What follows belongs to an exercise in optimizing a design on an open flow for small area and a short achievable clock period; a production flow would make more cautious choices.
RTL that was checked went through simulation tests only; none was proved equivalent to the original.
Only the layout flow was run in run 1; the RTL was not checked for function there.
Power is estimated from default activity; no workload was simulated.

==> design/flow/design.v <==
module jpeg_fb_writer #(
  parameter int unsigned       ADDR_W    = 32,
  parameter logic [ADDR_W-1:0] BASE_ADDR = 32'h0010_0000,
  parameter int unsigned       PIX_FMT   = 0
) (
  input  logic              clk,
  input  logic              reset,
  input  logic              in_valid_i,
  input  logic [15:0]       in_width_i,
  input  logic [15:0]       in_height_i,
  input  logic [15:0]       in_x_i,
  input  logic [15:0]       in_y_i,
  input  logic [7:0]        in_r_i,
  input  logic [7:0]        in_g_i,
  input  logic [7:0]        in_b_i,
  output logic              in_accept_o,
  output logic              wr_valid_o,
  output logic [ADDR_W-1:0] wr_addr_o,
  output logic [31:0]       wr_data_o,
  output logic [3:0]        wr_strb_o,
  input  logic              wr_ready_i,
  output logic              frame_done_o,
  output logic              busy_o,
  output logic [15:0]       crop_count_o,
  output logic              geom_err_o
);
  localparam int L = 12;   
  logic        active_q, start_pend_q, frame_done_q, geom_err_q;
  logic        s1_valid_q, s1_crop_q, wr_valid_q, strb_q;
  logic [15:0] s1_x_q;
  logic [7:0]  s1_one_q, s1_two_q, s1_neg_q;   
  logic        s1_y15_q;
  logic [7:0]  enc_one, enc_two, enc_neg;
  logic [16:0] y_ext;
  logic [23:0] s1_rgb_q;
  logic [L-1:0]  wr_lo_q;
  logic          wr_c_q;
  logic [29:L]   wr_a_q, wr_b_q;
  logic [23:0] wr_rgb_q;
  logic [15:0] wn_q, w_q, h_q, col_q, row_q, crop_cnt_q;
  logic        en, accept, hs, use_latched, in_bounds, start_ok, wr_load;
  logic        idle, count, col_last, last, frame_end;
  logic        active_d, start_pend_d, wr_valid_d, s1_valid_d;
  logic [15:0] w_used, h_used;
  logic [L:0]  lo_sum;
  logic [29:L] hi_sum;
  assign en          = !wr_valid_q | wr_ready_i;
  assign accept      = en & in_valid_i;
  assign hs          = wr_valid_q & wr_ready_i;
  assign idle        = !active_q & !frame_done_q;
  assign use_latched = active_q | start_pend_q;
  assign w_q         = ~wn_q;
  assign w_used      = use_latched ? w_q : in_width_i;
  assign h_used      = use_latched ? h_q : in_height_i;
  assign in_bounds   = (in_x_i < w_used) & (in_y_i < h_used);
  assign start_ok    = accept & in_bounds & !use_latched;
  assign y_ext = {in_y_i, 1'b0};
  always_comb begin
    for (int i = 0; i < 8; i++) begin
      enc_one[i] = y_ext[2*i+1] ^ y_ext[2*i];
      enc_two[i] = (y_ext[2*i+2] & !y_ext[2*i+1] & !y_ext[2*i]) | (!y_ext[2*i+2] & y_ext[2*i+1] & y_ext[2*i]);
      enc_neg[i] = y_ext[2*i+2] & !(y_ext[2*i+1] & y_ext[2*i]);
    end
  end
  wire [15:0] w    = w_q;
  wire [15:0] x    = s1_x_q;
  wire [7:0]  bone = s1_one_q;
  wire [7:0]  btwo = s1_two_q;
  wire [7:0]  bneg = s1_neg_q;
  wire        by15 = s1_y15_q;
  wire pp0_0 = ((bone[0] & w[0])) ^ bneg[0];
  wire pp0_1 = ((bone[0] & w[1]) | (btwo[0] & w[0])) ^ bneg[0];
  wire pp0_2 = ((bone[0] & w[2]) | (btwo[0] & w[1])) ^ bneg[0];
  wire pp0_3 = ((bone[0] & w[3]) | (btwo[0] & w[2])) ^ bneg[0];
  wire pp0_4 = ((bone[0] & w[4]) | (btwo[0] & w[3])) ^ bneg[0];
  wire pp0_5 = ((bone[0] & w[5]) | (btwo[0] & w[4])) ^ bneg[0];
  wire pp0_6 = ((bone[0] & w[6]) | (btwo[0] & w[5])) ^ bneg[0];
  wire pp0_7 = ((bone[0] & w[7]) | (btwo[0] & w[6])) ^ bneg[0];
  wire pp0_8 = ((bone[0] & w[8]) | (btwo[0] & w[7])) ^ bneg[0];
  wire pp0_9 = ((bone[0] & w[9]) | (btwo[0] & w[8])) ^ bneg[0];
  wire pp0_10 = ((bone[0] & w[10]) | (btwo[0] & w[9])) ^ bneg[0];
  wire pp0_11 = ((bone[0] & w[11]) | (btwo[0] & w[10])) ^ bneg[0];
  wire pp0_12 = ((bone[0] & w[12]) | (btwo[0] & w[11])) ^ bneg[0];
  wire pp0_13 = ((bone[0] & w[13]) | (btwo[0] & w[12])) ^ bneg[0];
  wire pp0_14 = ((bone[0] & w[14]) | (btwo[0] & w[13])) ^ bneg[0];
  wire pp0_15 = ((bone[0] & w[15]) | (btwo[0] & w[14])) ^ bneg[0];
  wire pp0_16 = ((btwo[0] & w[15])) ^ bneg[0];
  wire pp1_0 = ((bone[1] & w[0])) ^ bneg[1];
  wire pp1_1 = ((bone[1] & w[1]) | (btwo[1] & w[0])) ^ bneg[1];
  wire pp1_2 = ((bone[1] & w[2]) | (btwo[1] & w[1])) ^ bneg[1];
  wire pp1_3 = ((bone[1] & w[3]) | (btwo[1] & w[2])) ^ bneg[1];
  wire pp1_4 = ((bone[1] & w[4]) | (btwo[1] & w[3])) ^ bneg[1];
  wire pp1_5 = ((bone[1] & w[5]) | (btwo[1] & w[4])) ^ bneg[1];
  wire pp1_6 = ((bone[1] & w[6]) | (btwo[1] & w[5])) ^ bneg[1];
  wire pp1_7 = ((bone[1] & w[7]) | (btwo[1] & w[6])) ^ bneg[1];
  wire pp1_8 = ((bone[1] & w[8]) | (btwo[1] & w[7])) ^ bneg[1];
  wire pp1_9 = ((bone[1] & w[9]) | (btwo[1] & w[8])) ^ bneg[1];
  wire pp1_10 = ((bone[1] & w[10]) | (btwo[1] & w[9])) ^ bneg[1];
  wire pp1_11 = ((bone[1] & w[11]) | (btwo[1] & w[10])) ^ bneg[1];
  wire pp1_12 = ((bone[1] & w[12]) | (btwo[1] & w[11])) ^ bneg[1];
  wire pp1_13 = ((bone[1] & w[13]) | (btwo[1] & w[12])) ^ bneg[1];
  wire pp1_14 = ((bone[1] & w[14]) | (btwo[1] & w[13])) ^ bneg[1];
  wire pp1_15 = ((bone[1] & w[15]) | (btwo[1] & w[14])) ^ bneg[1];
  wire pp1_16 = ((btwo[1] & w[15])) ^ bneg[1];
  wire pp2_0 = ((bone[2] & w[0])) ^ bneg[2];
  wire pp2_1 = ((bone[2] & w[1]) | (btwo[2] & w[0])) ^ bneg[2];
  wire pp2_2 = ((bone[2] & w[2]) | (btwo[2] & w[1])) ^ bneg[2];
  wire pp2_3 = ((bone[2] & w[3]) | (btwo[2] & w[2])) ^ bneg[2];
  wire pp2_4 = ((bone[2] & w[4]) | (btwo[2] & w[3])) ^ bneg[2];
  wire pp2_5 = ((bone[2] & w[5]) | (btwo[2] & w[4])) ^ bneg[2];
  wire pp2_6 = ((bone[2] & w[6]) | (btwo[2] & w[5])) ^ bneg[2];
  wire pp2_7 = ((bone[2] & w[7]) | (btwo[2] & w[6])) ^ bneg[2];
  wire pp2_8 = ((bone[2] & w[8]) | (btwo[2] & w[7])) ^ bneg[2];
  wire pp2_9 = ((bone[2] & w[9]) | (btwo[2] & w[8])) ^ bneg[2];
  wire pp2_10 = ((bone[2] & w[10]) | (btwo[2] & w[9])) ^ bneg[2];
  wire pp2_11 = ((bone[2] & w[11]) | (btwo[2] & w[10])) ^ bneg[2];
  wire pp2_12 = ((bone[2] & w[12]) | (btwo[2] & w[11])) ^ bneg[2];
  wire pp2_13 = ((bone[2] & w[13]) | (btwo[2] & w[12])) ^ bneg[2];
  wire pp2_14 = ((bone[2] & w[14]) | (btwo[2] & w[13])) ^ bneg[2];
  wire pp2_15 = ((bone[2] & w[15]) | (btwo[2] & w[14])) ^ bneg[2];
  wire pp2_16 = ((btwo[2] & w[15])) ^ bneg[2];
  wire pp3_0 = ((bone[3] & w[0])) ^ bneg[3];
  wire pp3_1 = ((bone[3] & w[1]) | (btwo[3] & w[0])) ^ bneg[3];
  wire pp3_2 = ((bone[3] & w[2]) | (btwo[3] & w[1])) ^ bneg[3];
  wire pp3_3 = ((bone[3] & w[3]) | (btwo[3] & w[2])) ^ bneg[3];
  wire pp3_4 = ((bone[3] & w[4]) | (btwo[3] & w[3])) ^ bneg[3];
  wire pp3_5 = ((bone[3] & w[5]) | (btwo[3] & w[4])) ^ bneg[3];
  wire pp3_6 = ((bone[3] & w[6]) | (btwo[3] & w[5])) ^ bneg[3];
  wire pp3_7 = ((bone[3] & w[7]) | (btwo[3] & w[6])) ^ bneg[3];
  wire pp3_8 = ((bone[3] & w[8]) | (btwo[3] & w[7])) ^ bneg[3];
  wire pp3_9 = ((bone[3] & w[9]) | (btwo[3] & w[8])) ^ bneg[3];
  wire pp3_10 = ((bone[3] & w[10]) | (btwo[3] & w[9])) ^ bneg[3];
  wire pp3_11 = ((bone[3] & w[11]) | (btwo[3] & w[10])) ^ bneg[3];
  wire pp3_12 = ((bone[3] & w[12]) | (btwo[3] & w[11])) ^ bneg[3];
  wire pp3_13 = ((bone[3] & w[13]) | (btwo[3] & w[12])) ^ bneg[3];
  wire pp3_14 = ((bone[3] & w[14]) | (btwo[3] & w[13])) ^ bneg[3];
  wire pp3_15 = ((bone[3] & w[15]) | (btwo[3] & w[14])) ^ bneg[3];
  wire pp3_16 = ((btwo[3] & w[15])) ^ bneg[3];
  wire pp4_0 = ((bone[4] & w[0])) ^ bneg[4];
  wire pp4_1 = ((bone[4] & w[1]) | (btwo[4] & w[0])) ^ bneg[4];
  wire pp4_2 = ((bone[4] & w[2]) | (btwo[4] & w[1])) ^ bneg[4];
  wire pp4_3 = ((bone[4] & w[3]) | (btwo[4] & w[2])) ^ bneg[4];
  wire pp4_4 = ((bone[4] & w[4]) | (btwo[4] & w[3])) ^ bneg[4];
  wire pp4_5 = ((bone[4] & w[5]) | (btwo[4] & w[4])) ^ bneg[4];
  wire pp4_6 = ((bone[4] & w[6]) | (btwo[4] & w[5])) ^ bneg[4];
  wire pp4_7 = ((bone[4] & w[7]) | (btwo[4] & w[6])) ^ bneg[4];
  wire pp4_8 = ((bone[4] & w[8]) | (btwo[4] & w[7])) ^ bneg[4];
  wire pp4_9 = ((bone[4] & w[9]) | (btwo[4] & w[8])) ^ bneg[4];
  wire pp4_10 = ((bone[4] & w[10]) | (btwo[4] & w[9])) ^ bneg[4];
  wire pp4_11 = ((bone[4] & w[11]) | (btwo[4] & w[10])) ^ bneg[4];
  wire pp4_12 = ((bone[4] & w[12]) | (btwo[4] & w[11])) ^ bneg[4];
  wire pp4_13 = ((bone[4] & w[13]) | (btwo[4] & w[12])) ^ bneg[4];
  wire pp4_14 = ((bone[4] & w[14]) | (btwo[4] & w[13])) ^ bneg[4];
  wire pp4_15 = ((bone[4] & w[15]) | (btwo[4] & w[14])) ^ bneg[4];
  wire pp4_16 = ((btwo[4] & w[15])) ^ bneg[4];
  wire pp5_0 = ((bone[5] & w[0])) ^ bneg[5];
  wire pp5_1 = ((bone[5] & w[1]) | (btwo[5] & w[0])) ^ bneg[5];
  wire pp5_2 = ((bone[5] & w[2]) | (btwo[5] & w[1])) ^ bneg[5];
  wire pp5_3 = ((bone[5] & w[3]) | (btwo[5] & w[2])) ^ bneg[5];
  wire pp5_4 = ((bone[5] & w[4]) | (btwo[5] & w[3])) ^ bneg[5];
  wire pp5_5 = ((bone[5] & w[5]) | (btwo[5] & w[4])) ^ bneg[5];
  wire pp5_6 = ((bone[5] & w[6]) | (btwo[5] & w[5])) ^ bneg[5];
  wire pp5_7 = ((bone[5] & w[7]) | (btwo[5] & w[6])) ^ bneg[5];
  wire pp5_8 = ((bone[5] & w[8]) | (btwo[5] & w[7])) ^ bneg[5];
  wire pp5_9 = ((bone[5] & w[9]) | (btwo[5] & w[8])) ^ bneg[5];
  wire pp5_10 = ((bone[5] & w[10]) | (btwo[5] & w[9])) ^ bneg[5];
  wire pp5_11 = ((bone[5] & w[11]) | (btwo[5] & w[10])) ^ bneg[5];
  wire pp5_12 = ((bone[5] & w[12]) | (btwo[5] & w[11])) ^ bneg[5];
  wire pp5_13 = ((bone[5] & w[13]) | (btwo[5] & w[12])) ^ bneg[5];
  wire pp5_14 = ((bone[5] & w[14]) | (btwo[5] & w[13])) ^ bneg[5];
  wire pp5_15 = ((bone[5] & w[15]) | (btwo[5] & w[14])) ^ bneg[5];
  wire pp5_16 = ((btwo[5] & w[15])) ^ bneg[5];
  wire pp6_0 = ((bone[6] & w[0])) ^ bneg[6];
  wire pp6_1 = ((bone[6] & w[1]) | (btwo[6] & w[0])) ^ bneg[6];
  wire pp6_2 = ((bone[6] & w[2]) | (btwo[6] & w[1])) ^ bneg[6];
  wire pp6_3 = ((bone[6] & w[3]) | (btwo[6] & w[2])) ^ bneg[6];
  wire pp6_4 = ((bone[6] & w[4]) | (btwo[6] & w[3])) ^ bneg[6];
  wire pp6_5 = ((bone[6] & w[5]) | (btwo[6] & w[4])) ^ bneg[6];
  wire pp6_6 = ((bone[6] & w[6]) | (btwo[6] & w[5])) ^ bneg[6];
  wire pp6_7 = ((bone[6] & w[7]) | (btwo[6] & w[6])) ^ bneg[6];
  wire pp6_8 = ((bone[6] & w[8]) | (btwo[6] & w[7])) ^ bneg[6];
  wire pp6_9 = ((bone[6] & w[9]) | (btwo[6] & w[8])) ^ bneg[6];
  wire pp6_10 = ((bone[6] & w[10]) | (btwo[6] & w[9])) ^ bneg[6];
  wire pp6_11 = ((bone[6] & w[11]) | (btwo[6] & w[10])) ^ bneg[6];
  wire pp6_12 = ((bone[6] & w[12]) | (btwo[6] & w[11])) ^ bneg[6];
  wire pp6_13 = ((bone[6] & w[13]) | (btwo[6] & w[12])) ^ bneg[6];
  wire pp6_14 = ((bone[6] & w[14]) | (btwo[6] & w[13])) ^ bneg[6];
  wire pp6_15 = ((bone[6] & w[15]) | (btwo[6] & w[14])) ^ bneg[6];
  wire pp6_16 = ((btwo[6] & w[15])) ^ bneg[6];
  wire pp7_0 = ((bone[7] & w[0])) ^ bneg[7];
  wire pp7_1 = ((bone[7] & w[1]) | (btwo[7] & w[0])) ^ bneg[7];
  wire pp7_2 = ((bone[7] & w[2]) | (btwo[7] & w[1])) ^ bneg[7];
  wire pp7_3 = ((bone[7] & w[3]) | (btwo[7] & w[2])) ^ bneg[7];
  wire pp7_4 = ((bone[7] & w[4]) | (btwo[7] & w[3])) ^ bneg[7];
  wire pp7_5 = ((bone[7] & w[5]) | (btwo[7] & w[4])) ^ bneg[7];
  wire pp7_6 = ((bone[7] & w[6]) | (btwo[7] & w[5])) ^ bneg[7];
  wire pp7_7 = ((bone[7] & w[7]) | (btwo[7] & w[6])) ^ bneg[7];
  wire pp7_8 = ((bone[7] & w[8]) | (btwo[7] & w[7])) ^ bneg[7];
  wire pp7_9 = ((bone[7] & w[9]) | (btwo[7] & w[8])) ^ bneg[7];
  wire pp7_10 = ((bone[7] & w[10]) | (btwo[7] & w[9])) ^ bneg[7];
  wire pp7_11 = ((bone[7] & w[11]) | (btwo[7] & w[10])) ^ bneg[7];
  wire pp7_12 = ((bone[7] & w[12]) | (btwo[7] & w[11])) ^ bneg[7];
  wire pp7_13 = ((bone[7] & w[13]) | (btwo[7] & w[12])) ^ bneg[7];
  wire pp7_14 = ((bone[7] & w[14]) | (btwo[7] & w[13])) ^ bneg[7];
  wire pp7_15 = ((bone[7] & w[15]) | (btwo[7] & w[14])) ^ bneg[7];
  wire ms0, mc0;
  jfw_ha u_ms0 (.a(x[14]), .b(bneg[7]), .s(ms0), .co(mc0));
  wire ms1, mc1;
  jfw_ha u_ms1 (.a(x[15]), .b(pp0_15), .s(ms1), .co(mc1));
  wire ms2, mc2;
  jfw_ha u_ms2 (.a((by15 & w[0])), .b(pp0_16), .s(ms2), .co(mc2));
  wire ms3, mc3;
  jfw_fa u_ms3 (.a(1'b1), .b(~bneg[0]), .c((by15 & w[1])), .s(ms3), .co(mc3));
  wire ms4, mc4;
  jfw_ha u_ms4 (.a(x[8]), .b(bneg[4]), .s(ms4), .co(mc4));
  wire ms5, mc5;
  jfw_ha u_ms5 (.a(x[9]), .b(pp0_9), .s(ms5), .co(mc5));
  wire ms6, mc6;
  jfw_fa u_ms6 (.a(x[10]), .b(bneg[5]), .c(pp0_10), .s(ms6), .co(mc6));
  wire ms7, mc7;
  jfw_ha u_ms7 (.a(pp1_8), .b(pp2_6), .s(ms7), .co(mc7));
  wire ms8, mc8;
  jfw_fa u_ms8 (.a(x[11]), .b(pp0_11), .c(pp1_9), .s(ms8), .co(mc8));
  wire ms9, mc9;
  jfw_ha u_ms9 (.a(pp2_7), .b(pp3_5), .s(ms9), .co(mc9));
  wire ms10, mc10;
  jfw_fa u_ms10 (.a(x[12]), .b(bneg[6]), .c(pp0_12), .s(ms10), .co(mc10));
  wire ms11, mc11;
  jfw_fa u_ms11 (.a(pp1_10), .b(pp2_8), .c(pp3_6), .s(ms11), .co(mc11));
  wire ms12, mc12;
  jfw_ha u_ms12 (.a(pp4_4), .b(pp5_2), .s(ms12), .co(mc12));
  wire ms13, mc13;
  jfw_fa u_ms13 (.a(x[13]), .b(pp0_13), .c(pp1_11), .s(ms13), .co(mc13));
  wire ms14, mc14;
  jfw_fa u_ms14 (.a(pp2_9), .b(pp3_7), .c(pp4_5), .s(ms14), .co(mc14));
  wire ms15, mc15;
  jfw_ha u_ms15 (.a(pp5_3), .b(pp6_1), .s(ms15), .co(mc15));
  wire ms16, mc16;
  jfw_fa u_ms16 (.a(ms0), .b(pp0_14), .c(pp1_12), .s(ms16), .co(mc16));
  wire ms17, mc17;
  jfw_fa u_ms17 (.a(pp2_10), .b(pp3_8), .c(pp4_6), .s(ms17), .co(mc17));
  wire ms18, mc18;
  jfw_fa u_ms18 (.a(pp5_4), .b(pp6_2), .c(pp7_0), .s(ms18), .co(mc18));
  wire ms19, mc19;
  jfw_fa u_ms19 (.a(mc0), .b(pp1_13), .c(pp2_11), .s(ms19), .co(mc19));
  wire ms20, mc20;
  jfw_fa u_ms20 (.a(pp3_9), .b(pp4_7), .c(pp5_5), .s(ms20), .co(mc20));
  wire ms21, mc21;
  jfw_fa u_ms21 (.a(pp6_3), .b(pp7_1), .c(ms1), .s(ms21), .co(mc21));
  wire ms22, mc22;
  jfw_fa u_ms22 (.a(pp1_14), .b(pp2_12), .c(pp3_10), .s(ms22), .co(mc22));
  wire ms23, mc23;
  jfw_fa u_ms23 (.a(pp4_8), .b(pp5_6), .c(pp6_4), .s(ms23), .co(mc23));
  wire ms24, mc24;
  jfw_fa u_ms24 (.a(pp7_2), .b(mc1), .c(ms2), .s(ms24), .co(mc24));
  wire ms25, mc25;
  jfw_fa u_ms25 (.a(pp1_15), .b(pp2_13), .c(pp3_11), .s(ms25), .co(mc25));
  wire ms26, mc26;
  jfw_fa u_ms26 (.a(pp4_9), .b(pp5_7), .c(pp6_5), .s(ms26), .co(mc26));
  wire ms27, mc27;
  jfw_fa u_ms27 (.a(pp7_3), .b(mc2), .c(ms3), .s(ms27), .co(mc27));
  wire ms28, mc28;
  jfw_fa u_ms28 (.a((by15 & w[2])), .b(pp1_16), .c(pp2_14), .s(ms28), .co(mc28));
  wire ms29, mc29;
  jfw_fa u_ms29 (.a(pp3_12), .b(pp4_10), .c(pp5_8), .s(ms29), .co(mc29));
  wire ms30, mc30;
  jfw_fa u_ms30 (.a(pp6_6), .b(pp7_4), .c(mc3), .s(ms30), .co(mc30));
  wire ms31, mc31;
  jfw_fa u_ms31 (.a(1'b1), .b(~bneg[1]), .c((by15 & w[3])), .s(ms31), .co(mc31));
  wire ms32, mc32;
  jfw_fa u_ms32 (.a(pp2_15), .b(pp3_13), .c(pp4_11), .s(ms32), .co(mc32));
  wire ms33, mc33;
  jfw_fa u_ms33 (.a(pp5_9), .b(pp6_7), .c(pp7_5), .s(ms33), .co(mc33));
  wire ms34, mc34;
  jfw_fa u_ms34 (.a(1'b1), .b((by15 & w[4])), .c(pp2_16), .s(ms34), .co(mc34));
  wire ms35, mc35;
  jfw_fa u_ms35 (.a(pp3_14), .b(pp4_12), .c(pp5_10), .s(ms35), .co(mc35));
  wire ms36, mc36;
  jfw_ha u_ms36 (.a(pp6_8), .b(pp7_6), .s(ms36), .co(mc36));
  wire ms37, mc37;
  jfw_fa u_ms37 (.a(~bneg[2]), .b((by15 & w[5])), .c(pp3_15), .s(ms37), .co(mc37));
  wire ms38, mc38;
  jfw_fa u_ms38 (.a(pp4_13), .b(pp5_11), .c(pp6_9), .s(ms38), .co(mc38));
  wire ms39, mc39;
  jfw_fa u_ms39 (.a(1'b1), .b((by15 & w[6])), .c(pp3_16), .s(ms39), .co(mc39));
  wire ms40, mc40;
  jfw_ha u_ms40 (.a(pp4_14), .b(pp5_12), .s(ms40), .co(mc40));
  wire ms41, mc41;
  jfw_fa u_ms41 (.a(~bneg[3]), .b((by15 & w[7])), .c(pp4_15), .s(ms41), .co(mc41));
  wire ms42, mc42;
  jfw_ha u_ms42 (.a(1'b1), .b((by15 & w[8])), .s(ms42), .co(mc42));
  wire ms43, mc43;
  jfw_ha u_ms43 (.a(x[4]), .b(bneg[2]), .s(ms43), .co(mc43));
  wire ms44, mc44;
  jfw_ha u_ms44 (.a(x[5]), .b(pp0_5), .s(ms44), .co(mc44));
  wire ms45, mc45;
  jfw_fa u_ms45 (.a(x[6]), .b(bneg[3]), .c(pp0_6), .s(ms45), .co(mc45));
  wire ms46, mc46;
  jfw_ha u_ms46 (.a(pp1_4), .b(pp2_2), .s(ms46), .co(mc46));
  wire ms47, mc47;
  jfw_fa u_ms47 (.a(x[7]), .b(pp0_7), .c(pp1_5), .s(ms47), .co(mc47));
  wire ms48, mc48;
  jfw_ha u_ms48 (.a(pp2_3), .b(pp3_1), .s(ms48), .co(mc48));
  wire ms49, mc49;
  jfw_fa u_ms49 (.a(ms4), .b(pp0_8), .c(pp1_6), .s(ms49), .co(mc49));
  wire ms50, mc50;
  jfw_fa u_ms50 (.a(pp2_4), .b(pp3_2), .c(pp4_0), .s(ms50), .co(mc50));
  wire ms51, mc51;
  jfw_fa u_ms51 (.a(mc4), .b(pp1_7), .c(pp2_5), .s(ms51), .co(mc51));
  wire ms52, mc52;
  jfw_fa u_ms52 (.a(pp3_3), .b(pp4_1), .c(ms5), .s(ms52), .co(mc52));
  wire ms53, mc53;
  jfw_fa u_ms53 (.a(pp3_4), .b(pp4_2), .c(pp5_0), .s(ms53), .co(mc53));
  wire ms54, mc54;
  jfw_fa u_ms54 (.a(mc5), .b(ms7), .c(ms6), .s(ms54), .co(mc54));
  wire ms55, mc55;
  jfw_fa u_ms55 (.a(pp4_3), .b(pp5_1), .c(mc7), .s(ms55), .co(mc55));
  wire ms56, mc56;
  jfw_fa u_ms56 (.a(ms9), .b(mc6), .c(ms8), .s(ms56), .co(mc56));
  wire ms57, mc57;
  jfw_fa u_ms57 (.a(pp6_0), .b(mc9), .c(ms12), .s(ms57), .co(mc57));
  wire ms58, mc58;
  jfw_fa u_ms58 (.a(mc8), .b(ms10), .c(ms11), .s(ms58), .co(mc58));
  wire ms59, mc59;
  jfw_fa u_ms59 (.a(mc12), .b(ms15), .c(mc10), .s(ms59), .co(mc59));
  wire ms60, mc60;
  jfw_fa u_ms60 (.a(mc11), .b(ms13), .c(ms14), .s(ms60), .co(mc60));
  wire ms61, mc61;
  jfw_fa u_ms61 (.a(mc15), .b(mc13), .c(mc14), .s(ms61), .co(mc61));
  wire ms62, mc62;
  jfw_fa u_ms62 (.a(ms16), .b(ms17), .c(ms18), .s(ms62), .co(mc62));
  wire ms63, mc63;
  jfw_fa u_ms63 (.a(mc16), .b(mc17), .c(mc18), .s(ms63), .co(mc63));
  wire ms64, mc64;
  jfw_fa u_ms64 (.a(ms19), .b(ms20), .c(ms21), .s(ms64), .co(mc64));
  wire ms65, mc65;
  jfw_fa u_ms65 (.a(mc19), .b(mc20), .c(ms22), .s(ms65), .co(mc65));
  wire ms66, mc66;
  jfw_fa u_ms66 (.a(ms23), .b(mc21), .c(ms24), .s(ms66), .co(mc66));
  wire ms67, mc67;
  jfw_fa u_ms67 (.a(mc22), .b(mc23), .c(ms25), .s(ms67), .co(mc67));
  wire ms68, mc68;
  jfw_fa u_ms68 (.a(ms26), .b(mc24), .c(ms27), .s(ms68), .co(mc68));
  wire ms69, mc69;
  jfw_fa u_ms69 (.a(mc25), .b(mc26), .c(ms28), .s(ms69), .co(mc69));
  wire ms70, mc70;
  jfw_fa u_ms70 (.a(ms29), .b(mc27), .c(ms30), .s(ms70), .co(mc70));
  wire ms71, mc71;
  jfw_fa u_ms71 (.a(ms31), .b(mc28), .c(mc29), .s(ms71), .co(mc71));
  wire ms72, mc72;
  jfw_fa u_ms72 (.a(ms32), .b(ms33), .c(mc30), .s(ms72), .co(mc72));
  wire ms73, mc73;
  jfw_fa u_ms73 (.a(mc31), .b(ms36), .c(mc32), .s(ms73), .co(mc73));
  wire ms74, mc74;
  jfw_fa u_ms74 (.a(mc33), .b(ms34), .c(ms35), .s(ms74), .co(mc74));
  wire ms75, mc75;
  jfw_fa u_ms75 (.a(pp7_7), .b(mc36), .c(mc34), .s(ms75), .co(mc75));
  wire ms76, mc76;
  jfw_fa u_ms76 (.a(mc35), .b(ms37), .c(ms38), .s(ms76), .co(mc76));
  wire ms77, mc77;
  jfw_fa u_ms77 (.a(pp6_10), .b(pp7_8), .c(ms40), .s(ms77), .co(mc77));
  wire ms78, mc78;
  jfw_fa u_ms78 (.a(mc37), .b(mc38), .c(ms39), .s(ms78), .co(mc78));
  wire ms79, mc79;
  jfw_fa u_ms79 (.a(pp5_13), .b(pp6_11), .c(pp7_9), .s(ms79), .co(mc79));
  wire ms80, mc80;
  jfw_fa u_ms80 (.a(mc40), .b(mc39), .c(ms41), .s(ms80), .co(mc80));
  wire ms81, mc81;
  jfw_fa u_ms81 (.a(pp4_16), .b(pp5_14), .c(pp6_12), .s(ms81), .co(mc81));
  wire ms82, mc82;
  jfw_fa u_ms82 (.a(pp7_10), .b(ms42), .c(mc41), .s(ms82), .co(mc82));
  wire ms83, mc83;
  jfw_fa u_ms83 (.a(~bneg[4]), .b((by15 & w[9])), .c(mc42), .s(ms83), .co(mc83));
  wire ms84, mc84;
  jfw_fa u_ms84 (.a(pp5_15), .b(pp6_13), .c(pp7_11), .s(ms84), .co(mc84));
  wire ms85, mc85;
  jfw_fa u_ms85 (.a(1'b1), .b((by15 & w[10])), .c(pp5_16), .s(ms85), .co(mc85));
  wire ms86, mc86;
  jfw_ha u_ms86 (.a(pp6_14), .b(pp7_12), .s(ms86), .co(mc86));
  wire ms87, mc87;
  jfw_fa u_ms87 (.a(~bneg[5]), .b((by15 & w[11])), .c(pp6_15), .s(ms87), .co(mc87));
  wire ms88, mc88;
  jfw_ha u_ms88 (.a(1'b1), .b((by15 & w[12])), .s(ms88), .co(mc88));
  wire ms89, mc89;
  jfw_ha u_ms89 (.a(x[2]), .b(bneg[1]), .s(ms89), .co(mc89));
  wire ms90, mc90;
  jfw_ha u_ms90 (.a(x[3]), .b(pp0_3), .s(ms90), .co(mc90));
  wire ms91, mc91;
  jfw_fa u_ms91 (.a(ms43), .b(pp0_4), .c(pp1_2), .s(ms91), .co(mc91));
  wire ms92, mc92;
  jfw_fa u_ms92 (.a(mc43), .b(pp1_3), .c(pp2_1), .s(ms92), .co(mc92));
  wire ms93, mc93;
  jfw_fa u_ms93 (.a(pp3_0), .b(mc44), .c(ms46), .s(ms93), .co(mc93));
  wire ms94, mc94;
  jfw_fa u_ms94 (.a(mc46), .b(ms48), .c(mc45), .s(ms94), .co(mc94));
  wire ms95, mc95;
  jfw_fa u_ms95 (.a(mc48), .b(mc47), .c(ms49), .s(ms95), .co(mc95));
  wire ms96, mc96;
  jfw_fa u_ms96 (.a(mc49), .b(mc50), .c(ms51), .s(ms96), .co(mc96));
  wire ms97, mc97;
  jfw_fa u_ms97 (.a(mc51), .b(ms53), .c(mc52), .s(ms97), .co(mc97));
  wire ms98, mc98;
  jfw_fa u_ms98 (.a(mc53), .b(ms55), .c(mc54), .s(ms98), .co(mc98));
  wire ms99, mc99;
  jfw_fa u_ms99 (.a(mc55), .b(ms57), .c(mc56), .s(ms99), .co(mc99));
  wire ms100, mc100;
  jfw_fa u_ms100 (.a(mc57), .b(mc58), .c(ms59), .s(ms100), .co(mc100));
  wire ms101, mc101;
  jfw_fa u_ms101 (.a(mc59), .b(mc60), .c(ms61), .s(ms101), .co(mc101));
  wire ms102, mc102;
  jfw_fa u_ms102 (.a(mc61), .b(mc62), .c(ms63), .s(ms102), .co(mc102));
  wire ms103, mc103;
  jfw_fa u_ms103 (.a(mc63), .b(ms65), .c(mc64), .s(ms103), .co(mc103));
  wire ms104, mc104;
  jfw_fa u_ms104 (.a(mc65), .b(ms67), .c(mc66), .s(ms104), .co(mc104));
  wire ms105, mc105;
  jfw_fa u_ms105 (.a(mc67), .b(ms69), .c(mc68), .s(ms105), .co(mc105));
  wire ms106, mc106;
  jfw_fa u_ms106 (.a(mc69), .b(ms71), .c(mc70), .s(ms106), .co(mc106));
  wire ms107, mc107;
  jfw_fa u_ms107 (.a(mc71), .b(ms73), .c(mc72), .s(ms107), .co(mc107));
  wire ms108, mc108;
  jfw_fa u_ms108 (.a(mc73), .b(mc74), .c(ms75), .s(ms108), .co(mc108));
  wire ms109, mc109;
  jfw_fa u_ms109 (.a(mc75), .b(ms77), .c(mc76), .s(ms109), .co(mc109));
  wire ms110, mc110;
  jfw_fa u_ms110 (.a(ms79), .b(mc77), .c(mc78), .s(ms110), .co(mc110));
  wire ms111, mc111;
  jfw_fa u_ms111 (.a(mc79), .b(ms81), .c(mc80), .s(ms111), .co(mc111));
  wire ms112, mc112;
  jfw_fa u_ms112 (.a(mc81), .b(ms83), .c(ms84), .s(ms112), .co(mc112));
  wire ms113, mc113;
  jfw_fa u_ms113 (.a(ms86), .b(mc83), .c(mc84), .s(ms113), .co(mc113));
  wire ms114, mc114;
  jfw_fa u_ms114 (.a(pp7_13), .b(mc86), .c(mc85), .s(ms114), .co(mc114));
  wire ms115, mc115;
  jfw_fa u_ms115 (.a(pp6_16), .b(pp7_14), .c(ms88), .s(ms115), .co(mc115));
  wire ms116, mc116;
  jfw_fa u_ms116 (.a(~bneg[6]), .b((by15 & w[13])), .c(mc88), .s(ms116), .co(mc116));
  wire ms117, mc117;
  jfw_ha u_ms117 (.a(x[0]), .b(bneg[0]), .s(ms117), .co(mc117));
  wire ms118, mc118;
  jfw_ha u_ms118 (.a(x[1]), .b(pp0_1), .s(ms118), .co(mc118));
  wire ms119, mc119;
  jfw_fa u_ms119 (.a(ms89), .b(pp0_2), .c(pp1_0), .s(ms119), .co(mc119));
  wire ms120, mc120;
  jfw_fa u_ms120 (.a(mc89), .b(pp1_1), .c(ms90), .s(ms120), .co(mc120));
  wire ms121, mc121;
  jfw_fa u_ms121 (.a(pp2_0), .b(mc90), .c(ms91), .s(ms121), .co(mc121));
  wire ms122, mc122;
  jfw_fa u_ms122 (.a(ms44), .b(mc91), .c(ms92), .s(ms122), .co(mc122));
  wire ms123, mc123;
  jfw_fa u_ms123 (.a(mc92), .b(ms45), .c(ms93), .s(ms123), .co(mc123));
  wire ms124, mc124;
  jfw_fa u_ms124 (.a(ms47), .b(mc93), .c(ms94), .s(ms124), .co(mc124));
  wire ms125, mc125;
  jfw_fa u_ms125 (.a(ms50), .b(mc94), .c(ms95), .s(ms125), .co(mc125));
  wire ms126, mc126;
  jfw_fa u_ms126 (.a(ms52), .b(mc95), .c(ms96), .s(ms126), .co(mc126));
  wire ms127, mc127;
  jfw_fa u_ms127 (.a(mc96), .b(ms54), .c(ms97), .s(ms127), .co(mc127));
  wire ms128, mc128;
  jfw_fa u_ms128 (.a(ms56), .b(mc97), .c(ms98), .s(ms128), .co(mc128));
  wire ms129, mc129;
  jfw_fa u_ms129 (.a(ms58), .b(mc98), .c(ms99), .s(ms129), .co(mc129));
  wire ms130, mc130;
  jfw_fa u_ms130 (.a(ms60), .b(mc99), .c(ms100), .s(ms130), .co(mc130));
  wire ms131, mc131;
  jfw_fa u_ms131 (.a(ms62), .b(mc100), .c(ms101), .s(ms131), .co(mc131));
  wire ms132, mc132;
  jfw_fa u_ms132 (.a(mc101), .b(ms64), .c(ms102), .s(ms132), .co(mc132));
  wire ms133, mc133;
  jfw_fa u_ms133 (.a(mc102), .b(ms66), .c(ms103), .s(ms133), .co(mc133));
  wire ms134, mc134;
  jfw_fa u_ms134 (.a(ms68), .b(mc103), .c(ms104), .s(ms134), .co(mc134));
  wire ms135, mc135;
  jfw_fa u_ms135 (.a(ms70), .b(mc104), .c(ms105), .s(ms135), .co(mc135));
  wire ms136, mc136;
  jfw_fa u_ms136 (.a(ms72), .b(mc105), .c(ms106), .s(ms136), .co(mc136));
  wire ms137, mc137;
  jfw_fa u_ms137 (.a(ms74), .b(mc106), .c(ms107), .s(ms137), .co(mc137));
  wire ms138, mc138;
  jfw_fa u_ms138 (.a(ms76), .b(mc107), .c(ms108), .s(ms138), .co(mc138));
  wire ms139, mc139;
  jfw_fa u_ms139 (.a(ms78), .b(mc108), .c(ms109), .s(ms139), .co(mc139));
  wire ms140, mc140;
  jfw_fa u_ms140 (.a(ms80), .b(mc109), .c(ms110), .s(ms140), .co(mc140));
  wire ms141, mc141;
  jfw_fa u_ms141 (.a(ms82), .b(mc110), .c(ms111), .s(ms141), .co(mc141));
  wire ms142, mc142;
  jfw_fa u_ms142 (.a(mc82), .b(ms112), .c(mc111), .s(ms142), .co(mc142));
  wire ms143, mc143;
  jfw_fa u_ms143 (.a(ms85), .b(mc112), .c(ms113), .s(ms143), .co(mc143));
  wire ms144, mc144;
  jfw_fa u_ms144 (.a(ms87), .b(mc113), .c(ms114), .s(ms144), .co(mc144));
  wire ms145, mc145;
  jfw_fa u_ms145 (.a(mc87), .b(ms115), .c(mc114), .s(ms145), .co(mc145));
  wire ms146, mc146;
  jfw_fa u_ms146 (.a(pp7_15), .b(mc115), .c(ms116), .s(ms146), .co(mc146));
  wire [29:0] mra = {ms146, mc144, mc143, ms143, mc141, mc140, mc139, mc138, mc137, mc136, mc135, mc134, mc133, mc132, mc131, mc130, mc129, mc128, mc127, mc126, mc125, mc124, mc123, mc122, mc121, mc120, mc119, mc118, mc117, ms117};
  wire [29:0] mrb = {mc145, ms145, ms144, mc142, ms142, ms141, ms140, ms139, ms138, ms137, ms136, ms135, ms134, ms133, ms132, ms131, ms130, ms129, ms128, ms127, ms126, ms125, ms124, ms123, ms122, ms121, ms120, ms119, ms118, pp0_0};
  assign lo_sum      = {1'b0, mra[L-1:0]} + {1'b0, mrb[L-1:0]};
  assign wr_load     = en & s1_valid_q & !s1_crop_q;
  assign s1_valid_d  = en ? in_valid_i : s1_valid_q;
  assign wr_valid_d  = en ? (s1_valid_q & !s1_crop_q) : wr_valid_q;
  assign count       = active_q & hs;
  assign col_last    = col_q == 16'd1;
  assign last        = col_last & (row_q == 16'd1);
  assign frame_end   = count & last;
  assign active_d     = (idle & (start_pend_q | start_ok)) | (active_q & !frame_end);
  assign start_pend_d = frame_done_q & start_ok;
  always_ff @(posedge clk) begin
    if (en) begin
      s1_x_q    <= in_x_i;
      s1_one_q  <= enc_one;
      s1_two_q  <= enc_two;
      s1_neg_q  <= enc_neg;
      s1_y15_q  <= in_y_i[15];
      s1_rgb_q  <= {in_r_i, in_g_i, in_b_i};
      s1_crop_q <= !in_bounds;
    end
    if (wr_load) begin
      wr_lo_q  <= lo_sum[L-1:0];
      wr_c_q   <= lo_sum[L];
      wr_a_q   <= mra[29:L];
      wr_b_q   <= mrb[29:L];
      wr_rgb_q <= s1_rgb_q;
    end
    if (start_ok) begin
      wn_q  <= ~in_width_i;
      h_q   <= in_height_i;
      col_q <= w_used;
      row_q <= in_height_i;
    end else if (count) begin
      col_q <= col_last ? w_used : col_q - 16'd1;
      if (col_last) row_q <= row_q - 16'd1;
    end
  end
  always_ff @(posedge clk) begin
    if (!reset) begin
      active_q     <= 1'b0;
      start_pend_q <= 1'b0;
      frame_done_q <= 1'b0;
      geom_err_q   <= 1'b0;
      s1_valid_q   <= 1'b0;
      wr_valid_q   <= 1'b0;
      strb_q       <= 1'b0;
      crop_cnt_q   <= '0;
    end else begin
      active_q     <= active_d;
      start_pend_q <= start_pend_d;
      frame_done_q <= frame_end;
      if (active_q & accept & ((in_width_i != w_q) | (in_height_i != h_q)))
        geom_err_q <= 1'b1;
      s1_valid_q   <= s1_valid_d;
      wr_valid_q   <= wr_valid_d;
      if (wr_load) strb_q <= 1'b1;
      if (start_ok)
        crop_cnt_q <= 16'd0;
      else if (en & s1_valid_q & s1_crop_q & (crop_cnt_q != 16'hFFFF))
        crop_cnt_q <= crop_cnt_q + 16'd1;
    end
  end
  jfw_cpa_hi u_hi (.a(wr_a_q), .b(wr_b_q), .ci(wr_c_q), .s(hi_sum));
  jfw_accept u_acc (.wr_valid(wr_valid_q), .wr_ready(wr_ready_i), .accept(in_accept_o));
  assign wr_valid_o   = wr_valid_q;
  assign wr_addr_o    = strb_q ? {hi_sum, wr_lo_q, 2'b00} : 32'd0;
  assign wr_data_o    = strb_q ? {8'h00, wr_rgb_q} : 32'd0;
  assign wr_strb_o    = {4{strb_q}};
  assign frame_done_o = frame_done_q;
  assign busy_o       = active_q | frame_done_q | s1_valid_q | wr_valid_q | start_pend_q;
  assign crop_count_o = crop_cnt_q;
  assign geom_err_o   = geom_err_q;
endmodule
module jfw_cpa_hi (input logic [29:12] a, b, input logic ci, output logic [29:12] s);
  logic [30-12:0] t;
  assign t = {a, 1'b1} + {b, ci};
  assign s = t[30-12:1];
endmodule
module jfw_accept (input logic wr_valid, wr_ready, output logic accept);
  assign accept = !wr_valid | wr_ready;
endmodule
module jfw_fa (input logic a, b, c, output logic s, co);
  assign s  = a ^ b ^ c;
  assign co = (a & b) | (c & (a ^ b));
endmodule
module jfw_ha (input logic a, b, output logic s, co);
  assign s  = a ^ b;
  assign co = a & b;
endmodule
==> design/flow/flow/run.sh <==
#!/bin/bash
# Own layout flow: the standard flow, with plain buf_1 cells as the port buffers
# (instead of the delay-cell buffer the resizer picks by default). Every port still gets
# its own buffer. The full make output goes to std_flow.log in the work folder.
set -euo pipefail
export BUFFER_PORTS_ARGS="-buffer_cell sky130_fd_sc_hd__buf_1"
bash standard.sh finish > std_flow.log 2>&1
==> design/flow/standard.sh <==
#!/bin/bash
# synth_recipe.tcl (not shown) runs the flow's synth.tcl, then flattens the netlist and writes it again
# the make line also repeats each setting of config.mk as NAME=value (left out here)
make -C /OpenROAD-flow-scripts/flow DESIGN_CONFIG=/design/flow/config.mk WORK_HOME=/design/flow/orfs CLKGATE_MAP_FILE= SYNTH_SCRIPT=/design/flow/synth_recipe.tcl "${@:-finish}"
==> design/flow/config.mk <==
export PLATFORM = sky130hd
export DESIGN_NAME = jpeg_fb_writer
export DESIGN_NICKNAME = jpeg_fb_writer
export VERILOG_FILES = /design/flow/design.v
export SDC_FILE = /design/flow/constraint.sdc
export NUM_CORES = 4
export LEC_CHECK = 0
export CAP_MARGIN = 20
export CORE_MARGIN = 2
export CORE_UTILIZATION = 40
export CTS_BUF_LIST = sky130_fd_sc_hd__clkbuf_4 sky130_fd_sc_hd__clkbuf_8
export SETUP_SLACK_MARGIN = 4.3
export SLEW_MARGIN = 20
export SYNTH_HIERARCHICAL = 1
==> design/flow/constraint.sdc <==
create_clock -name core_clock -period 9.0 [get_ports {clk}]
set_input_delay 1.8000 -clock core_clock [delete_from_list [all_inputs] [get_ports {clk}]]
set_output_delay 1.8000 -clock core_clock [all_outputs]
set_load 0.01 [all_outputs]
==> results of run 1 <==
==> where the power goes <==
| group | leakage (uW) | internal, uW | switching [uW] |
|---|---|---|---|
| combinational | 0.00414 | 1350 | 1590 |
| clock | 0.000457 | 608 | 447 |
| sequential | 0.00215 | 1550 | 153 |
| total | 0.00675 | 3500 | 2190 |
==> per-stage QoR <==
stage | utilization | std cells | area, sq um
6_report | 0.457 | 2162 | 18700
5_1_grt | 0.457 | 2159 | 18600
4_1_cts | 0.454 | 2157 | 18500
3_5_place_dp | 0.431 | 2082 | 17600
3_3_place_gp | 0.431 | 2082 | 17600
2_1_floorplan | - | 1466 | 16600
==> layout make-up <==
class / instances / share of cell area
multi-input combinational: 1086 / 0.514
sequential: 226 / 0.352
timing repair buffer: 181 / 0.0392
clock buffer: 56 / 0.0366
tap: 532 / 0.0357
inverter: 62 / 0.0127
clock inverter: 16 / 0.0101
antenna: 3 / 0.000402
==> synth_stat cells (20+ instances only) <==
cell      count
a21oi_1      34
and2_1       55
clkbuf_1     56
dfxtp_1      23
edfxtp_1    203
fa_1        127
ha_1         93
inv_1        55
mux2i_1      33
nand2_1      63
nand4_1      20
nor2_1       71
nor2b_1      29
nor3_1       23
o21ai_0      46
o22ai_1     121
xnor2_1     179
xor2_1       53
==> per-layer routing <==
metal  vias to the layer above  global-route usage  routed length (um)
li1                       5408                   -                   -
met1                      5770               0.271               19300
met2                       478               0.321               20000
met3                        81              0.0474                3420
met4                         0              0.0675                1060
met5                         -                   0                   0
==> cell families (layout without fill, tap and decap cells) <==
kind of cell	after synthesis	in the layout	synth area share
AOI/OAI and AO/OA	255	255	0.0955
xor gates and xnor gates	232	232	0.123
adders and majority gates	220	220	0.224
buffers and inverters	154	315	0.0390
DFF	226	226	0.396
muxes	34	34	0.0206
other	2	20	0.000453
and+or+nand+nor	328	328	0.103
==> per-module statistics from Yosys, one instance, submodules excluded <==
module / cell area (sq um) / cells inside / copies in the design
jpeg_fb_writer: 13000 / 1187 / 1
jfw_ha: 12.5 / 1 / 22
jfw_accept: 6.26 / 1 / 1
jfw_fa: 20.0 / 1 / 125
jfw_cpa_hi: 818 / 116 / 1
==> worst register-to-register path, stage by stage, from the launching register on <==
cell and delay [ps]:
edfxtp_1 1090, o22ai_1 260, xnor2_1 230, fa_1 480
fa_1 520, fa_1 420, ha_1 350, a21o_1 180
a21o_1 180, a31oi_1 140, a21oi_1 90, nand3_1 120
nand2_1 60
==> registers in the layout, indices dropped and copies added (netlist names), 16 cells and up <==
signal and count:
h_q 16, s1_x_q 16, wr_rgb_q 24, s1_rgb_q 24
col_q 16, wn_q 16, row_q 16, crop_cnt_q 16
wr_b_q 18, wr_a_q 18
==> final timing paths <==
kind                from       endpoint  slack, ps  cells past startpoint
max           wr_b_q[12]  wr_addr_o[30]       4380                      9
min          s1_rgb_q[0]    wr_rgb_q[0]        410                      0
max reg2reg      wn_q[6]         wr_c_q       4610                     12
min reg2reg  s1_rgb_q[0]    wr_rgb_q[0]        410                      0
==> repair_timing <==
item / CTS / global route
pin swaps: 5 / 9
setup endpoints to repair: 5 / 47
resized for setup: 8 / 19
setup buffers: 3 / 2
cloned: 0 / 0
==> metrics.md, run 1 <==
| Metric | Value |
|---|---|
| Status | `finished clean` |
| Multi-input logic area | `~9600 sq um` |
| First-pass GRT wire length | `about 70 mm` |
| Clock tree buffer depth | `3` |
| Worst-path clk slew | `roughly 60 ps` |
| Leakage | `roughly 0.0068 uW` |
| Placed wire-length estimate | `between 30 and 40 mm` |
| Crit end category | `output pin` |
| Max Cap Violations | `0` |
| Final setup viols | `0` |
| Initial Util | `0.406` |
| Register bit total from synthesis | `between 200 and 250` |
| Antenna violations before repair | `2` |
| Vias in the first global route | `about 12000` |
| Fillers | `roughly 3800` |
| Post-synthesis sequential area ratio | `0.396` |
| Placer congestion estimate | `0.892` |
| Post-route ant nets | `0` |
| NumNets Final | `1911` |
| Fraction of layout cells with a size suffix above 1 | `0.0719` |
| Relative slew slack | `0.247` |
| Routed wire per std cell | `around 20 um` |
| Worst hold margin | `about 410 ps` |
| CTS tree | `done` |
| Arr. time, crit path | `between 2000 and 3000 ps` |
| Crit path max-delay family | `compound AO/OA/AOI/OAI gates` |
| Die area | `between 40000 and 50000 sq um` |
| Syn Inst Count | `1451` |
| Total global-route track usage | `0.202` |
| Root Buffer | `clkbuf_8` |
| CTS sink count | `~230` |
| Flip-flop and latch area | `between 6000 and 7000 sq um` |
| Clk Latency, worst-skew pair | `slightly above 600 ps` |
| Power, Total | `5690 uW` |
| Dominant synthesized flop cell | `edfxtp_1` |
| Most common cell after layout, fill and taps aside | `edfxtp_1` |
| Cts hold-fix bufs | `0` |
| Die Ht | `slightly above 200 um` |
| Vias per cell | `5.43` |
| Final Max Slew Viols | `0` |
| Max FO, Critical Path | `3` |
| Setup CP Type | `reg -> out` |
| Req. time, crit path | `7200 ps` |
| Final worst path period need | `between 4000 and 5000 ps` |
| Top cells by area, synth | `edfxtp_1, fa_1, xnor2_1` |
| Final Cycle Share | `0.514` |
| DRT Wirelength | `roughly 44 mm` |
| Worst min path class | `reg -> reg` |
| Power Density | `approximately 310 nW/um^2` |
| Buf/Inv on CP | `1` |
| Count of cell types in the netlist | `57` |
| Final WS setup | `4380 ps` |
| Die width | `around 210 um` |
| Ys Warns | `7` |
| DRT Pass-1 Iters | `5` |
| Htree depth | `2` |
| Max Freq | `between 200 and 250 MHz` |
| Setup TNS | `0 ps` |
| P&R area growth vs syn | `12.5%` |
| Core area | `around 41000 sq um` |
| DRC violations left | `0` |
| Slowest-stage cell, CP | `edfxtp_1` |
| Unrepaired setup endpoints after global routing | `true` |
| Starting DRT DRC Count | `between 700 and 800` |
| Pre-CTS worst setup slack | `3690 ps` |
| Largest net degree at the start of global routing | `between 70 and 80` |
| Worst vdd ir | `0.000169 V` |
| Crit-path cells | `ha_1 -> a21oi_2 -> nor2_1 -> o21a_1 -> a311o_1 -> a221oi_2 -> xnor2_1 -> and2_1 -> buf_6` |
| Post-Synthesis Cell Area | `~17000 sq um` |
| Final hold violations | `0` |
| Crit-path max cell delay | `390 ps` |
| Vias | `about 12000` |
| Worst-Margin Slew | `around 1100 ps` |
| Commonest non-fill, non-tap cells in the layout | `edfxtp_1, xnor2_1, buf_1` |
| Crit start category | `flip-flop` |
| I/O Buffers | `170` |
| Synth top area share | `0.368` |
| Ys async rst share | `0` |
| Top Ports | `181` |
| GR Overflow Total | `0` |
| Number of synthesized flops with an enable pin | `a little over 200` |
| Largest area contributor in the netlist | `edfxtp_1` |
| CTS buffer count | `42` |
| Synthesized area per cell | `roughly 11 sq um` |
| Num rows | `74` |
| Clock skew | `~49 ps` |
==> run 2, diff against run 1 <==
--- a/design/flow/design.v
+++ b/design/flow/design.v
@@ -26,3 +26,3 @@
 );
-  localparam int L = 12;   
+  localparam int L = 14;   
   logic        active_q, start_pend_q, frame_done_q, geom_err_q;
@@ -574,6 +574,6 @@
 endmodule
-module jfw_cpa_hi (input logic [29:12] a, b, input logic ci, output logic [29:12] s);
-  logic [30-12:0] t;
+module jfw_cpa_hi (input logic [29:14] a, b, input logic ci, output logic [29:14] s);
+  logic [30-14:0] t;
   assign t = {a, 1'b1} + {b, ci};
-  assign s = t[30-12:1];
+  assign s = t[30-14:1];
 endmodule
--- a/design/flow/config.mk
+++ b/design/flow/config.mk
@@ -11,3 +11,3 @@
 export CTS_BUF_LIST = sky130_fd_sc_hd__clkbuf_4 sky130_fd_sc_hd__clkbuf_8
-export SETUP_SLACK_MARGIN = 4.3
+export SETUP_SLACK_MARGIN = 5.0
 export SLEW_MARGIN = 20
==> run 2 against run 1 <==
Largest cell class unchanged. Non-clock buffer count is 91 higher. First-iteration DRC count is 20% higher. Sequential power is 2% lower. Count of clock-buffer cells in the layout is 5 higher. Die area hardly changed. Largest power group unchanged. Core utilization is 3.0 points higher. Routed wire length is 2.8% higher. Highest routed layer unchanged. Worst setup slack better by 200 ps. Clock power hardly changed. Critical endpoint unchanged. Critical path type unchanged. Total power is 12% higher. Clock skew is 14 ps lower.
==> metrics.md, run 2 <==
| Metric | Value |
|---|---|
| Syn Inst Count | `1446 (was 1451)` |
| Post-route cell area | `19900 sq um (was 18700 sq um)` |
| Top Ports | `181 (unchanged)` |
| Final setup viols | `0 (unchanged)` |
| CTS sink count | `224 (was 226)` |
| Vias | `12257 (was 11737)` |
| Cts hold-fix bufs | `0 (unchanged)` |
| Post-Synthesis Cell Area | `16600 sq um (about the same)` |
| Root Buffer | `clkbuf_8 (unchanged)` |
| Register bit total from synthesis | `224 (was 226)` |
| Setup TNS | `0 ps (unchanged)` |
| Die area | `43100 sq um (about the same)` |
| Final worst path period need | `4420 ps (was 4620 ps)` |
| Die Ht | `208 um (about the same)` |
| Final Cycle Share | `0.492 (was 0.514)` |
| Ys async rst share | `0 (unchanged)` |
| Worst hold margin | `413 ps (was 405 ps)` |
| Leakage | `0.00719 uW (was 0.00675 uW)` |
| Worst min path class | `reg -> reg (unchanged)` |
| Synth top cells by count | `edfxtp_1, xnor2_1, fa_1 (unchanged)` |
| Commonest non-fill, non-tap cells in the layout | `edfxtp_1, xnor2_1, buf_1 (unchanged)` |
| Number of synthesized flops with an enable pin | `201 (was 203)` |
| Htree depth | `2 (unchanged)` |
| DRT Pass-1 Iters | `5 (unchanged)` |
| Crit end category | `output pin (unchanged)` |
| Max FO, Critical Path | `3 (unchanged)` |
| I/O Buffers | `170 (unchanged)` |
| Final hold violations | `0 (unchanged)` |
| Count of cell types in the netlist | `61 (was 57)` |
| Crit start category | `flip-flop (unchanged)` |
| Most common cell after layout, fill and taps aside | `edfxtp_1 (unchanged)` |
| Worst vdd ir | `0.000215 V (was 0.000169 V)` |
| DRC violations left | `0 (unchanged)` |
| Worst-Margin Slew | `945 ps (was 1130 ps)` |
| Num rows | `74 (unchanged)` |
| First-pass GRT wire length | `69.2 mm (was 68.1 mm)` |
| Largest net degree at the start of global routing | `72 (unchanged)` |
| Unrepaired setup endpoints after global routing | `true (unchanged)` |
| DRT Wirelength | `45.1 mm (was 43.8 mm)` |
| Antenna violations before repair | `0 (was 2)` |
| Starting DRT DRC Count | `917 (was 764)` |
| Vias in the first global route | `12178 (was 11908)` |
| Setup CP Type | `reg -> out (unchanged)` |
| Post-synthesis sequential area ratio | `0.392 (was 0.396)` |
| Die width | `208 um (about the same)` |
| Dominant synthesized flop cell | `edfxtp_1 (unchanged)` |
| Post-Place Cells | `2075 (was 2082)` |
| Placed wire-length estimate | `30.6 mm (was 31.3 mm)` |
| Arr. time, crit path | `2620 ps (was 2820 ps)` |
| P&R area growth vs syn | `19.9% (was 12.5%)` |
| Max Freq | `226 MHz (was 216 MHz)` |
| Post-route ant nets | `0 (unchanged)` |
| Initial Util | `0.406 (about the same)` |
| Power, Total | `6370 uW (was 5690 uW)` |
| Final Max Slew Viols | `0 (unchanged)` |
| Worst-path clk slew | `60 ps (about the same)` |
| Relative slew slack | `0.370 (was 0.247)` |
| Finished Layout Cells | `2249 (was 2162)` |
| Vias per cell | `5.45 (was 5.43)` |
| Placed Area | `17600 sq um (about the same)` |
| NumNets Final | `1998 (was 1911)` |
| Clock tree buffer depth | `3 (unchanged)` |
| CTS tree | `done (unchanged)` |
| Core area | `40800 sq um (unchanged)` |
| Clk Latency, worst-skew pair | `620 ps (was 610 ps)` |
| Max Cap Violations | `0 (unchanged)` |
| Synthesized area per cell | `11.5 sq um (was 11.4 sq um)` |
| Power Density | `320 nW/um^2 (was 305 nW/um^2)` |
| Status | `finished clean (unchanged)` |
| Most frequent cell after synthesis | `edfxtp_1 (unchanged)` |
| CTS buffer count | `42 (unchanged)` |
| Ys Warns | `7 (unchanged)` |
| Top Registers | `s1_rgb_q: 24 flops, wr_rgb_q: 24 flops (unchanged)` |
| Synth top area share | `0.364 (was 0.368)` |
| ANT cells | `0 (was 3)` |
| GR Overflow Total | `0 (unchanged)` |
| Clock skew | `35.0 ps (was 49.3 ps)` |
| Routed wire per std cell | `20.0 um (was 20.3 um)` |
| Placer congestion estimate | `0.867 (was 0.892)` |
| Fraction of layout cells with a size suffix above 1 | `0.157 (was 0.0719)` |
| Req. time, crit path | `7200 ps (about the same)` |
| Largest area contributor in the netlist | `edfxtp_1 (unchanged)` |
| Total global-route track usage | `0.205 (was 0.202)` |
| Fillers | `3716 (was 3831)` |
| Top cells by area, synth | `edfxtp_1, fa_1, xnor2_1 (unchanged)` |
==> run 2: worst max-delay path, stage by stage, from the launching register on <==
cell and delay (ps):
edfxtp_1 460, ha_4 290, a211oi_4 290, nor3_4 70, o211ai_2 230, buf_6 150, o311ai_4 80, xor2_1 170
and2_1 160, buf_2 130
==> run 2: final timing paths <==
path / from / to / depth (start not counted) / slack (ps)
setup / recovery: wr_b_q[14] / wr_addr_o[30] / 9 / 4580
hold / removal: s1_rgb_q[2] / wr_rgb_q[2] / 0 / 410
setup reg to reg: s1_one_q[0] / wr_c_q / 12 / 5040
hold reg to reg: s1_rgb_q[2] / wr_rgb_q[2] / 0 / 410
==> run 2: Yosys stat by module (local to each module, per instance) <==
module	flip-flops and latches	area [sq um]	cells	times used
jpeg_fb_writer	224	13000	1193	1
jfw_fa	0	20.0	1	125
jfw_accept	0	6.26	1	1
jfw_cpa_hi	0	788	105	1
jfw_ha	0	12.5	1	22
==> run 2: power breakdown <==
part	total (uW)	leakage, uW	internal, uW	switching (uW)
logic	3620	0.00457	1750	1870
clock network	1080	0.000481	636	446
registers	1660	0.00213	1550	112
==> run 2: through the flow <==
stage	utilization	setup slack [ps]
final	0.487	4580
after global routing	0.487	4460
after CTS	0.474	4440
after detailed placement	0.431	3810
after global placement	0.431	3940
after floorplan	-	4770
==> run 2: final cells by class <==
type                       count  area (sq um)  share of cell area
clock buffer                  61           771              0.0388
clock inverter                14           149             0.00749
inverter                      53           256              0.0129
multi-input combinational   1093          9950               0.500
sequential                   224          6500               0.327
tap                          532           666              0.0335
timing repair buffer         272          1590              0.0798
==> run 2: layer usage <==
layer,vias to the layer above,global-route usage,part of all wire
met2,507,0.324,0.47
met4,0,0.0749,0.029
met5,-,0,0
met1,6031,0.280,0.43
li1,5618,-,-
met3,101,0.0413,0.074
==> run 2: kinds of logic after synthesis <==
logic type               share of synthesized area
buffers and inverters                       0.0374
XOR/XNOR                                     0.122
flip-flops                                   0.392
AO/OA/AOI/OAI                                0.102
adder cells (fa/ha/maj)                      0.224
other                                     0.000453
AND/OR/NAND/NOR                              0.101
multiplexers                                0.0212
==> run 2: repair_timing <==
item                                    CTS  global route
cloned                                    1             1
setup buffers                            72            25
endpoints found under the setup margin  133            89
resized for setup                        53            66
pin swaps                                12            31
==> run 3, diff against run 2 <==
--- a/design/flow/config.mk
+++ b/design/flow/config.mk
@@ -11,3 +11,3 @@
 export CTS_BUF_LIST = sky130_fd_sc_hd__clkbuf_4 sky130_fd_sc_hd__clkbuf_8
-export SETUP_SLACK_MARGIN = 5.0
+export SETUP_SLACK_MARGIN = 4.6
 export SLEW_MARGIN = 20
==> run 3 against run 2 <==
Still clean on timing, DRC and antenna. Count of clock-buffer cells in the layout shrank 8. Clock skew increased by 4.8 ps. Total power down 7.3%. Sequential share of layout area up 1.6 points. Synthesized cell count unchanged.
==> metrics.md, run 3 <==
| Metric | Value |
|---|---|
| Status | `finished clean (unchanged)` |
| Die area | `43100 sq um (unchanged)` |
| First-pass GRT wire length | `66.3 mm (was 69.2 mm)` |
| Leakage | `0.00680 uW (was 0.00719 uW)` |
| Final hold violations | `0 (unchanged)` |
| Unrepaired setup endpoints after global routing | `true (unchanged)` |
| Req. time, crit path | `7200 ps (about the same)` |
| Max FO, Critical Path | `3 (unchanged)` |
| Ys async rst share | `0 (unchanged)` |
| Initial Util | `0.406 (unchanged)` |
| Final setup viols | `0 (unchanged)` |
| Max Freq | `221 MHz (was 226 MHz)` |
| Core area | `40800 sq um (unchanged)` |
| GR Overflow Total | `0 (unchanged)` |
| Logic pwr share | `0.537 (was 0.569)` |
| Clk Latency, worst-skew pair | `630 ps (was 620 ps)` |
| Placer congestion estimate | `0.874 (was 0.867)` |
| Die Ht | `208 um (unchanged)` |
| Hold Path Stages | `0 (unchanged)` |
| DRC violations left | `0 (unchanged)` |
| Placed wire-length estimate | `30.4 mm (was 30.6 mm)` |
| Relative slew slack | `0.346 (was 0.370)` |
| Ys Warns | `7 (unchanged)` |
| Num rows | `74 (unchanged)` |
| Post-Synthesis Cell Area | `16600 sq um (unchanged)` |
| Worst-Margin Slew | `981 ps (was 945 ps)` |
| Max Cap Violations | `0 (unchanged)` |
| Synth Area in Adders | `0.224 (unchanged)` |
| Total global-route track usage | `0.195 (was 0.205)` |
| Vias per cell | `5.35 (was 5.45)` |
| Final Cycle Share | `0.504 (was 0.492)` |
| Routed wire per std cell | `19.3 um (was 20.0 um)` |
| Die width | `208 um (unchanged)` |
| Simple-Gate Fraction of Synth Area | `0.101 (unchanged)` |
| Post-synthesis sequential area ratio | `0.392 (unchanged)` |
| ANT cells | `0 (unchanged)` |
| Worst hold margin | `414 ps (was 413 ps)` |
| Top Registers | `s1_rgb_q: 24 flops, wr_rgb_q: 24 flops (unchanged)` |
| Largest net degree at the start of global routing | `70 (was 72)` |
| Htree depth | `2 (unchanged)` |
| Power, Total | `5900 uW (was 6370 uW)` |
| Most common cell after layout, fill and taps aside | `edfxtp_1 (unchanged)` |
| Complex-gate fraction of the synthesized area | `0.102 (unchanged)` |
| Dominant synthesized flop cell | `edfxtp_1 (unchanged)` |
| Clock skew | `39.8 ps (was 35.0 ps)` |
| FF-to-FF path depth | `10 (was 12)` |
| Clock tree buffer depth | `3 (unchanged)` |
| Vias in the first global route | `11957 (was 12178)` |
| Clock power share | `0.181 (was 0.170)` |
| CTS buffer count | `43 (was 42)` |
| Post-route ant nets | `0 (unchanged)` |
| NumNets Final | `1933 (was 1998)` |
| Cell-internal power | `3630 uW (was 3940 uW)` |
| Net switching power figure | `2270 uW (was 2430 uW)` |
| Multiplexer area fraction after synthesis | `0.0212 (unchanged)` |
| Worst-path clk slew | `60 ps (about the same)` |
| Worst min path class | `reg -> reg (unchanged)` |
| Count of cell types in the netlist | `61 (unchanged)` |
| DRT Pass-1 Iters | `5 (unchanged)` |
| Arr. time, crit path | `2730 ps (was 2620 ps)` |
| Setup TNS | `0 ps (unchanged)` |
| Switching fraction of total power | `0.385 (was 0.381)` |
| Top cells by area, synth | `edfxtp_1, fa_1, xnor2_1 (unchanged)` |
| Xor/xnor share of the synthesized area | `0.122 (unchanged)` |
| Cts hold-fix bufs | `0 (unchanged)` |
| CTS sink count | `224 (unchanged)` |
| Starting DRT DRC Count | `795 (was 917)` |
| Synth top area share | `0.364 (unchanged)` |
| Most frequent cell after synthesis | `edfxtp_1 (unchanged)` |
| Crit start category | `flip-flop (unchanged)` |
| Register bit total from synthesis | `224 (unchanged)` |
| Worst vdd ir | `0.000181 V (was 0.000215 V)` |
| DRT Wirelength | `42.3 mm (was 45.1 mm)` |
| Fillers | `3803 (was 3716)` |
| Synthesized area per cell | `11.5 sq um (unchanged)` |
| Commonest non-fill, non-tap cells in the layout | `edfxtp_1, xnor2_1, buf_1 (unchanged)` |
| Number of synthesized flops with an enable pin | `201 (unchanged)` |
| Largest area contributor in the netlist | `edfxtp_1 (unchanged)` |
| CTS tree | `done (unchanged)` |
| Reg power frac | `0.282 (was 0.261)` |
| Antenna violations before repair | `2 (was 0)` |
| Vias | `11693 (was 12257)` |
| Power Density | `312 nW/um^2 (was 320 nW/um^2)` |
| Root Buffer | `clkbuf_8 (unchanged)` |
| Fraction of layout cells with a size suffix above 1 | `0.0937 (was 0.157)` |
| Setup CP Type | `reg -> out (unchanged)` |
| Final Max Slew Viols | `0 (unchanged)` |
| Synth top cells by count | `edfxtp_1, xnor2_1, fa_1 (unchanged)` |
| I/O Buffers | `170 (unchanged)` |
| Crit end category | `output pin (unchanged)` |
| Top Ports | `181 (unchanged)` |
| Final worst path period need | `4530 ps (was 4420 ps)` |
| P&R area growth vs syn | `14.1% (was 19.9%)` |
| Syn Inst Count | `1446 (unchanged)` |
| Largest family of logic cells by synthesized area | `adder cells (unchanged)` |
| Final core occ | `0.463 (was 0.487)` |
## run 3: changes by cell type in the layout (fill, tap and decap cells not counted), sizes merged
| cell | before | now |
|---|---|---|
| o21bai | 5 | 4 |
| clkbuf | 61 | 54 |
| clkinv | 8 | 18 |
| buf | 272 | 206 |
| bufinv | 3 | 4 |
| inv | 43 | 50 |
| clkinvlp | 13 | 6 |
## run 3: worst max-delay path, cell delays in order (launching register included)
cell and delay (ps):
edfxtp_1 430, ha_1 350, a211oi_2 300, nor3_2 80
o211ai_2 250, buf_6 160, o311ai_4 80, xor2_1 160
and2_1 160, buf_2 140
## run 3: metrics by stage
stage	cell area, sq um	setup slack (ps)	std cells
6_report	18900	4470	2186
4_1_cts	18600	4400	2162
3_5_place_dp	17600	3720	2078
2_1_floorplan	16700	4620	1461
5_1_grt	18900	4300	2186
3_3_place_gp	17600	3880	2078
## run 3: power by group through the flow
stage / Combinational, uW / Clock (uW) / Sequential [uW]
after floorplan: 2390 / 0 / 1620
after global placement: 2970 / 0 / 1690
after detailed placement: 3040 / 0 / 1700
after CTS: 3130 / 1110 / 1680
after global routing: 3640 / 1140 / 1680
final: 3170 / 1070 / 1660
## run 3: worst paths after layout
path | from | endpoint | slack [ps]
worst min-delay path | s1_rgb_q[0] | wr_rgb_q[0] | 410
worst max register to register | wn_q[10] | wr_c_q | 4800
worst max-delay path | wr_b_q[14] | wr_addr_o[30] | 4470
worst min register to register | s1_rgb_q[0] | wr_rgb_q[0] | 410
## run 3: area by class of cell
class / count / area, sq um / share of cell area
Multi-Input combinational cell: 1092 / 9640 / 0.509
Sequential cell: 224 / 6500 / 0.343
Timing Repair Buffer: 207 / 1000 / 0.0530
Clock buffer: 53 / 667 / 0.0353
Tap cell: 532 / 666 / 0.0352
Clock inverter: 25 / 234 / 0.0124
Inverter: 53 / 214 / 0.0113
## run 3: modules after synthesis, one instance, submodules excluded
module / flops+latches / times used / cells inside
jfw_accept: 0 / 1 / 1
jfw_cpa_hi: 0 / 1 / 105
jfw_fa: 0 / 125 / 1
jfw_ha: 0 / 22 / 1
jpeg_fb_writer: 224 / 1 / 1193
## run 3: cells by family (layout without fill, tap and decap cells)
family,Yosys count,after routing
mux,35,35
buf+inv,145,338
simple gates,317,317
xor+xnor,231,231
compound gates,272,272
fa+ha+maj,220,220
flops,224,224
other cells,2,17
## run 3: metal layers
layer,part of all wire,wire length (um),up-vias,GRT usage
met5,0.00069,29,-,0
met4,0.024,1030,4,0.0631
met3,0.081,3440,71,0.0496
met2,0.47,19700,436,0.314
met1,0.43,18100,5694,0.259
li1,-,-,5488,-
## run 3: repair_timing
item / 4_1_cts / 5_1_grt
gates cloned: 0 / 1
endpoints found under the setup margin: 56 / 46
pin swaps: 10 / 13
buffers inserted: 6 / 23
resized for setup: 27 / 14

## re-timing with driven ports
Ports are ideal in the flow. The routed layouts listed here were re-timed in OpenROAD.
Step 1, drivers: a clkbuf_16 drives clk and a buf_2 each remaining input, both assumed.
Step 2 also shifts input and output timing later by t, the mid clock arrival at the registers, as if the neighbouring blocks saw the same clock.
Slacks: no drivers / after step 1 / after step 2; pairs: no drivers / after step 1.
run	t (ns)	setup slack, ns	hold slack, ns	latest minus earliest clock arrival (ns)	worst register clock-pin slew, ns
run 1	0.639	4.378 / 4.326 / 4.061	0.405 / 0.405 / 0.405	0.051 / 0.051	0.06 / 0.06
run 2	0.649	4.576 / 4.529 / 4.498	0.413 / 0.413 / 0.413	0.035 / 0.035	0.07 / 0.07
run 3	0.654	4.466 / 4.418 / 4.162	0.414 / 0.414 / 0.414	0.042 / 0.042	0.06 / 0.06
After both steps every run listed still meets setup and hold. The setup slack of run 1, which loses most, moves by -0.052 ns with the drivers and by -0.317 ns with both steps.
